Context: an optimization exercise on an open-source flow, tuned for a short achievable clock period and few clock cycles. The choices shown serve that exercise and are no tape-out recipe.
In this exercise RTL edits were held to simulation tests only and were not proved equivalent to the original.

==> inputs of fjord <==
## rapid_cpu
module rapid_cpu #(
    parameter logic [XLEN-1:0] RESET_PC = '0,
    parameter int              QDEPTH   = 3
) (
    input  logic            i_clk,
    input  logic            i_arst_n,
    output logic [XLEN-1:0] o_imem_addr,
    input  logic [XLEN-1:0] i_imem_data,
    output logic            o_wb_cyc,
    output logic            o_wb_stb,
    output logic            o_wb_we,
    output logic [XLEN-1:0] o_wb_adr,
    output logic [XLEN-1:0] o_wb_dat,
    input  logic            i_wb_ack,
    input  logic [XLEN-1:0] i_wb_dat
);
export LEC_CHECK = 0
export CAP_MARGIN = 20
export CELL_PAD_IN_SITES_DETAIL_PLACEMENT = 1
export CELL_PAD_IN_SITES_GLOBAL_PLACEMENT = 1
export CORE_MARGIN = 2
export CORE_UTILIZATION = 30
export PLACE_DENSITY = 0.5
export SETUP_SLACK_MARGIN = 5
export SLEW_MARGIN = 20
export SYNTH_HIERARCHICAL = 1
export TNS_END_PERCENT = 20
create_clock -name core_clock -period 8.0 [get_ports {i_clk}]
run.sh (not shown) runs the stock make flow with config.mk's settings and CLKGATE_MAP_FILE= SYNTH_SCRIPT=/design/flow/synth_recipe.tcl, a recipe that flattens the netlist after the stock synthesis.
==> lagoon (differences from fjord) <==
--- a/flow/design.v
+++ b/flow/design.v
@@ -160,12 +160,25 @@
     input  logic [W-1:0] i_a,
     input  logic [W-1:0] i_b,
     output logic [W-1:0] o_y
 );
     assign o_y = i_sel ? i_a : i_b;
 endmodule
+module rapid_mux4oh #(
+    parameter int W = 32
+) (
+    input  logic [3:0]   i_sel,
+    input  logic [W-1:0] i_a3,
+    input  logic [W-1:0] i_a2,
+    input  logic [W-1:0] i_a1,
+    input  logic [W-1:0] i_a0,
+    output logic [W-1:0] o_y
+);
+    assign o_y = ({W{i_sel[3]}} & i_a3) | ({W{i_sel[2]}} & i_a2) |
+                 ({W{i_sel[1]}} & i_a1) | ({W{i_sel[0]}} & i_a0);
+endmodule
 `timescale 1ns/1ns
 import rapid_isa_pkg::*;
 import rapid_bus_pkg::*;
 module rapid_cpu #(
     parameter logic [XLEN-1:0] RESET_PC = '0,
     parameter int              QDEPTH   = 3
@@ -187,12 +200,15 @@
     logic [XLEN-1:0]      d_ir;
     logic                 d_pred;
     logic                 d_far;
     logic                 d_farfix;
     logic [XLEN-1:0]      d_target;
     logic [XLEN-1:0]      d_pc;
+    logic [15:0]          d_rs1h;
+    logic [15:0]          d_rs2h;
+    logic [15:0]          d_rdh;
     logic [XLEN-1:0]      d_op1;
     logic [XLEN-1:0]      d_op2;
     logic                 e_valid;
     logic                 e_early;
     logic                 e_wr;
     logic [REG_IDX_W-1:0] e_rd;
@@ -283,13 +299,12 @@
     logic            b_ld;
     logic            e_arith;
     logic            d_cmp_rf;
     logic            d_cmp_sum;
     logic            d_res;
     logic            d_eq;
-    logic [XLEN-1:0] sb;
     logic            d_early;
     logic [XLEN-1:0] d_adr;
     logic [XLEN-1:0] e_sum;
     logic            e_lt;
     logic            e_eq;
     logic            e_taken;
@@ -306,50 +321,72 @@
     assign o_imem_addr = pc_q;
     assign f_op   = i_imem_data[31:28];
     assign f_same = i_imem_data[23:20] == i_imem_data[19:16];
     assign f_back = i_imem_data[15];
     assign f_loop = f_lz & (((i_imem_data[23:20] == d_rd) & (i_imem_data[19:16] == '0)) |
                             ((i_imem_data[19:16] == d_rd) & (i_imem_data[23:20] == '0)));
-    assign f_pred = (f_op == OP_JAL) |
-                    ((f_op == OP_BEQ) & (f_loop ? f_zero : (f_same | f_back))) |
-                    ((f_op == OP_BNE) & (f_loop ? ~f_zero : ~f_same));
+    logic f_pz;
+    logic f_pnz;
+    assign f_pz   = (f_op == OP_JAL) |
+                    ((f_op == OP_BEQ) & (f_loop | f_same | f_back)) |
+                    ((f_op == OP_BNE) & ~f_loop & ~f_same);
+    assign f_pnz  = (f_op == OP_JAL) |
+                    ((f_op == OP_BEQ) & ~f_loop & (f_same | f_back)) |
+                    ((f_op == OP_BNE) & (f_loop | ~f_same));
+    rapid_mux2 #(.W(1)) u_fpred (.i_sel(f_zero), .i_a(f_pz), .i_b(f_pnz), .o_y(f_pred));
     assign f_lo   = {1'b0, pc_q[15:0]} + {1'b0, i_imem_data[15:0]};
     assign f_near = f_lo[16] == f_back;
     assign f_take = f_pred;
     assign pc_inc = pc_q + 32'd1;
     always_comb begin
-        if (flush) begin
-            pc_base = e_alt;
-        end else if (d_redir) begin
-            pc_base = d_alt;
-        end else if (d_farfix) begin
+        if (d_farfix) begin
             pc_base = d_target;
         end else if (stall) begin
             pc_base = pc_q;
         end else begin
             pc_base = pc_inc;
         end
     end
-    assign f_go = f_take & ~flush & ~d_redir & ~d_farfix & ~stall;
-    rapid_mux2 u_pcsel (.i_sel(f_go), .i_a({pc_q[XLEN-1:16], f_lo[15:0]}), .i_b(pc_base), .o_y(pc_nxt));
+    logic            f_ok;
+    assign f_ok = ~d_farfix & ~stall;
+    rapid_mux2 #(.W(1)) u_fgo (.i_sel(f_zero), .i_a(f_pz & f_ok), .i_b(f_pnz & f_ok), .o_y(f_go));
+    logic [3:0] pc_sel;
+    assign pc_sel[3] = flush;
+    assign pc_sel[2] = d_redir & ~flush;
+    assign pc_sel[1] = f_go & ~d_redir & ~flush;
+    assign pc_sel[0] = ~f_go & ~d_redir & ~flush;
+    rapid_mux4oh u_pcsel (
+        .i_sel(pc_sel),
+        .i_a3 (e_alt),
+        .i_a2 (d_alt),
+        .i_a1 ({pc_q[XLEN-1:16], f_lo[15:0]}),
+        .i_a0 (pc_base),
+        .o_y  (pc_nxt)
+    );
     always_ff @(posedge i_clk or negedge i_arst_n) begin
         if (!i_arst_n) begin
             pc_q    <= RESET_PC;
             d_valid <= 1'b0;
             d_ir    <= '0;
+            d_rs1h  <= '0;
+            d_rs2h  <= '0;
+            d_rdh   <= '0;
             d_pred  <= 1'b0;
             d_far   <= 1'b0;
         end else begin
             pc_q <= pc_nxt;
             if (flush | d_redir | d_farfix) begin
                 d_valid <= 1'b0;
             end else if (!stall) begin
                 d_valid <= 1'b1;
             end
             if (!stall) begin
                 d_ir   <= i_imem_data;
+                d_rs1h <= 16'h1 << i_imem_data[23:20];
+                d_rs2h <= 16'h1 << i_imem_data[19:16];
+                d_rdh  <= 16'h1 << i_imem_data[27:24];
                 d_pred <= f_take;
                 d_far  <= f_take & ~f_near;
             end
         end
     end
     always_ff @(posedge i_clk) begin
@@ -380,14 +417,16 @@
     assign n_rs1 = stall ? f_rs[2] : f_rs[0];
     assign n_rs2 = stall ? f_rs[3] : f_rs[1];
     logic [XLEN-1:0] f_old1;
     logic [XLEN-1:0] f_old2;
     rapid_mux2 u_fsel1 (.i_sel(stall), .i_a(f_val[2]), .i_b(f_val[0]), .o_y(f_old1));
     rapid_mux2 u_fsel2 (.i_sel(stall), .i_a(f_val[3]), .i_b(f_val[1]), .o_y(f_old2));
-    rapid_mux2 u_fexe1 (.i_sel(stall ? f_hite[2] : f_hite[0]), .i_a(alu_res), .i_b(f_old1), .o_y(f_op1));
-    rapid_mux2 u_fexe2 (.i_sel(stall ? f_hite[3] : f_hite[1]), .i_a(alu_res), .i_b(f_old2), .o_y(f_op2));
+    logic [1:0] f_hs;
+    rapid_mux2 #(.W(2)) u_fhit (.i_sel(stall), .i_a(f_hite[3:2]), .i_b(f_hite[1:0]), .o_y(f_hs));
+    rapid_mux2 u_fexe1 (.i_sel(f_hs[0]), .i_a(alu_res), .i_b(f_old1), .o_y(f_op1));
+    rapid_mux2 u_fexe2 (.i_sel(f_hs[1]), .i_a(alu_res), .i_b(f_old2), .o_y(f_op2));
     always_ff @(posedge i_clk) begin
         d_op1 <= f_op1;
         d_op2 <= f_op2;
     end
     always_ff @(posedge i_clk or negedge i_arst_n) begin
         if (!i_arst_n) begin
@@ -431,19 +470,19 @@
             assign q_room = e_late ? ~qv[QDEPTH-2] : ~qv[QDEPTH-1];
         end
     endgenerate
     assign ack_v    = i_wb_ack & qv[0];
     assign ld_done  = {16{ack_v}} & qhot[0];
     assign pend_now = pend_q & ~ld_done;
-    assign stall_q = d_valid & ((d_use1 & pend_q[d_rs1]) |
-                                (d_use2 & pend_q[d_rs2]) |
-                                (d_wr   & pend_q[d_rd])  |
+    assign stall_q = d_valid & ((d_use1 & |(pend_q & d_rs1h)) |
+                                (d_use2 & |(pend_q & d_rs2h)) |
+                                (d_wr   & |(pend_q & d_rdh))  |
                                 (d_mem  & ~q_room));
-    assign stall = d_valid & ((d_use1 & pend_now[d_rs1]) |
-                              (d_use2 & pend_now[d_rs2]) |
-                              (d_wr   & pend_q[d_rd])  |
+    assign stall = d_valid & ((d_use1 & |(pend_now & d_rs1h)) |
+                              (d_use2 & |(pend_now & d_rs2h)) |
+                              (d_wr   & |(pend_q & d_rdh))  |
                               (d_mem  & ~q_room));
     assign issue = d_valid & ~stall & ~flush;
     rapid_regfile u_regfile (
         .i_clk     (i_clk),
         .i_arst_n  (i_arst_n),
         .i_hot0    (16'h1 << f_rs[0]),
@@ -459,14 +498,14 @@
         .o_data1   (f_rf[1]),
         .o_data2   (f_rf[2]),
         .o_data3   (f_rf[3])
     );
     assign rs1_e = d_op1;
     assign rs2_e = d_op2;
-    assign ldb1 = ack_v & qhot[0][d_rs1];
-    assign ldb2 = ack_v & qhot[0][d_rs2];
+    assign ldb1 = ack_v & |(qhot[0] & d_rs1h);
+    assign ldb2 = ack_v & |(qhot[0] & d_rs2h);
     assign a_base = d_lui ? '0 : (d_jal ? d_pc1 : rs1_e);
     assign a_byp  = byp1 & ~d_lui & ~d_jal;
     assign a_ld   = ldb1 & ~d_lui & ~d_jal;
     assign b_base = (d_addi | d_lw | d_sw) ? d_simm :
                     d_lui ? {d_ir[IMM_W-1:0], {(XLEN-IMM_W){1'b0}}} :
                     d_jal ? '0 : rs2_e;
@@ -474,23 +513,23 @@
     assign b_ld   = ldb2 & (d_rr | d_br);
     assign e_arith   = ~e_and & ~e_or & ~e_xor & ~e_slt;
     assign d_cmp_rf  = ~byp1 & ~byp2;
     assign d_cmp_sum = (byp1 ^ byp2) & e_arith;
     assign d_res     = d_valid & d_br & ~stall_q & (d_cmp_rf | d_cmp_sum);
     logic [XLEN-1:0] sx;
+    logic [XLEN-1:0] e_sx;
     logic [XLEN-1:0] sr2;
     logic [XLEN-1:0] sg2;
     logic [XLEN-1:0] sr1;
     logic [XLEN-1:0] sg1;
     logic            eq_rf;
     logic            eq_k2;
     logic            eq_k1;
     logic            r_eq;
     logic            r_ne;
-    assign sb        = e_b ^ {XLEN{e_neg}};
-    assign sx        = e_a ^ sb;
+    assign sx        = e_sx;
     assign sr2       = sx ^ rs2_e;
     assign sg2       = {(~sx[XLEN-2:0] & e_a[XLEN-2:0]) | (sx[XLEN-2:0] & ~rs2_e[XLEN-2:0]), e_neg};
     assign sr1       = sx ^ rs1_e;
     assign sg1       = {(~sx[XLEN-2:0] & e_a[XLEN-2:0]) | (sx[XLEN-2:0] & ~rs1_e[XLEN-2:0]), e_neg};
     assign eq_rf     = rs1_e == rs2_e;
     assign eq_k2     = sr2 == sg2;
@@ -538,12 +577,13 @@
         e_or   <= d_op == OP_OR;
         e_xor  <= d_op == OP_XOR;
         e_slt  <= d_op == OP_SLT;
         e_alt  <= d_alt;
         e_a    <= e_a_d;
         e_b    <= e_b_d;
+        e_sx   <= e_a_d ^ e_b_d ^ {XLEN{d_neg}};
         e_neg  <= d_neg;
         e_sd   <= e_sd_d;
     end
     rapid_ks_add u_add (
         .i_a(e_a),
         .i_b(e_b),
Settings changed: CAP_MARGIN 20 to 30, CORE_UTILIZATION 30 to 40, PLACE_DENSITY 0.5 to 0.6, SLEW_MARGIN 20 to 30.
==> indigo (differences from fjord) <==
--- a/flow/design.v
+++ b/flow/design.v
@@ -306,15 +306,21 @@
     assign o_imem_addr = pc_q;
     assign f_op   = i_imem_data[31:28];
     assign f_same = i_imem_data[23:20] == i_imem_data[19:16];
     assign f_back = i_imem_data[15];
     assign f_loop = f_lz & (((i_imem_data[23:20] == d_rd) & (i_imem_data[19:16] == '0)) |
                             ((i_imem_data[19:16] == d_rd) & (i_imem_data[23:20] == '0)));
-    assign f_pred = (f_op == OP_JAL) |
-                    ((f_op == OP_BEQ) & (f_loop ? f_zero : (f_same | f_back))) |
-                    ((f_op == OP_BNE) & (f_loop ? ~f_zero : ~f_same));
+    logic f_pz;
+    logic f_pnz;
+    assign f_pz   = (f_op == OP_JAL) |
+                    ((f_op == OP_BEQ) & (f_loop | f_same | f_back)) |
+                    ((f_op == OP_BNE) & ~f_loop & ~f_same);
+    assign f_pnz  = (f_op == OP_JAL) |
+                    ((f_op == OP_BEQ) & ~f_loop & (f_same | f_back)) |
+                    ((f_op == OP_BNE) & (f_loop | ~f_same));
+    rapid_mux2 #(.W(1)) u_fpred (.i_sel(f_zero), .i_a(f_pz), .i_b(f_pnz), .o_y(f_pred));
     assign f_lo   = {1'b0, pc_q[15:0]} + {1'b0, i_imem_data[15:0]};
     assign f_near = f_lo[16] == f_back;
     assign f_take = f_pred;
     assign pc_inc = pc_q + 32'd1;
     always_comb begin
         if (flush) begin
@@ -326,13 +332,15 @@
         end else if (stall) begin
             pc_base = pc_q;
         end else begin
             pc_base = pc_inc;
         end
     end
-    assign f_go = f_take & ~flush & ~d_redir & ~d_farfix & ~stall;
+    logic f_ok;
+    assign f_ok = ~flush & ~d_redir & ~d_farfix & ~stall;
+    rapid_mux2 #(.W(1)) u_fgo (.i_sel(f_zero), .i_a(f_pz & f_ok), .i_b(f_pnz & f_ok), .o_y(f_go));
     rapid_mux2 u_pcsel (.i_sel(f_go), .i_a({pc_q[XLEN-1:16], f_lo[15:0]}), .i_b(pc_base), .o_y(pc_nxt));
     always_ff @(posedge i_clk or negedge i_arst_n) begin
         if (!i_arst_n) begin
             pc_q    <= RESET_PC;
             d_valid <= 1'b0;
             d_ir    <= '0;
@@ -380,14 +388,16 @@
     assign n_rs1 = stall ? f_rs[2] : f_rs[0];
     assign n_rs2 = stall ? f_rs[3] : f_rs[1];
     logic [XLEN-1:0] f_old1;
     logic [XLEN-1:0] f_old2;
     rapid_mux2 u_fsel1 (.i_sel(stall), .i_a(f_val[2]), .i_b(f_val[0]), .o_y(f_old1));
     rapid_mux2 u_fsel2 (.i_sel(stall), .i_a(f_val[3]), .i_b(f_val[1]), .o_y(f_old2));
-    rapid_mux2 u_fexe1 (.i_sel(stall ? f_hite[2] : f_hite[0]), .i_a(alu_res), .i_b(f_old1), .o_y(f_op1));
-    rapid_mux2 u_fexe2 (.i_sel(stall ? f_hite[3] : f_hite[1]), .i_a(alu_res), .i_b(f_old2), .o_y(f_op2));
+    logic [1:0] f_hs;
+    rapid_mux2 #(.W(2)) u_fhit (.i_sel(stall), .i_a(f_hite[3:2]), .i_b(f_hite[1:0]), .o_y(f_hs));
+    rapid_mux2 u_fexe1 (.i_sel(f_hs[0]), .i_a(alu_res), .i_b(f_old1), .o_y(f_op1));
+    rapid_mux2 u_fexe2 (.i_sel(f_hs[1]), .i_a(alu_res), .i_b(f_old2), .o_y(f_op2));
     always_ff @(posedge i_clk) begin
         d_op1 <= f_op1;
         d_op2 <= f_op2;
     end
     always_ff @(posedge i_clk or negedge i_arst_n) begin
         if (!i_arst_n) begin
Settings changed: CORE_UTILIZATION 30 to 35, PLACE_DENSITY 0.5 to 0.55.
==> comparison <==
- Sequential cell count: indigo is lower than lagoon (79).
- lagoon went through all stages and came out clean. fjord ran to the end with violations: capacitance limit, slew limit. indigo completed with no timing, DRC or antenna violations.
- Between indigo and lagoon, the lower setup slack is in indigo (gap 0.12 ns).
- Cell count, highest first: fjord, indigo, lagoon.
- In indigo the global-route usage is higher than in fjord, by 4.1 points.
- The lowest synthesized area belongs to fjord, the highest to lagoon.
- Against lagoon, the critical path depth of fjord is higher by 3.
Testbench counts of fjord, summed over its fixed seeds: cycles 50,606.
Testbench counts of lagoon, summed over its fixed seeds: cycles 50,606.
Testbench counts of indigo, summed over its fixed seeds: cycles 50,606.

re-timing with driven ports:
In the flow no input, the clock included, has a driving cell. The finished layouts below were timed again as built, in two steps. Step 1 assumes that a clkbuf_16 drives the clock port and a buf_2 every other input. Step 2 times the ports against the registers' clock, not the clock port: input delays grow and output delays shrink by t, the midpoint of the rising clock arrivals with the driver on. Three values: ideal, step 1, step 2; two values: the first two.
run	t (ns)	setup slack, ns	slew at the worst register clock pin (ns)	worst slew at a driven data input, ns	pins driven straight from the clock port
fjord	0.958	3.698 / 3.698 / 2.814	0.07 / 0.07	0.21	1
lagoon	0.932	4.011 / 4.014 / 3.113	0.07 / 0.07	0.19	1
indigo	0.942	3.894 / 3.894 / 3.042	0.07 / 0.07	0.33	1
The setup slack of lagoon, which loses most, moves by +0.003 ns with the drivers and by -0.898 ns with both steps.
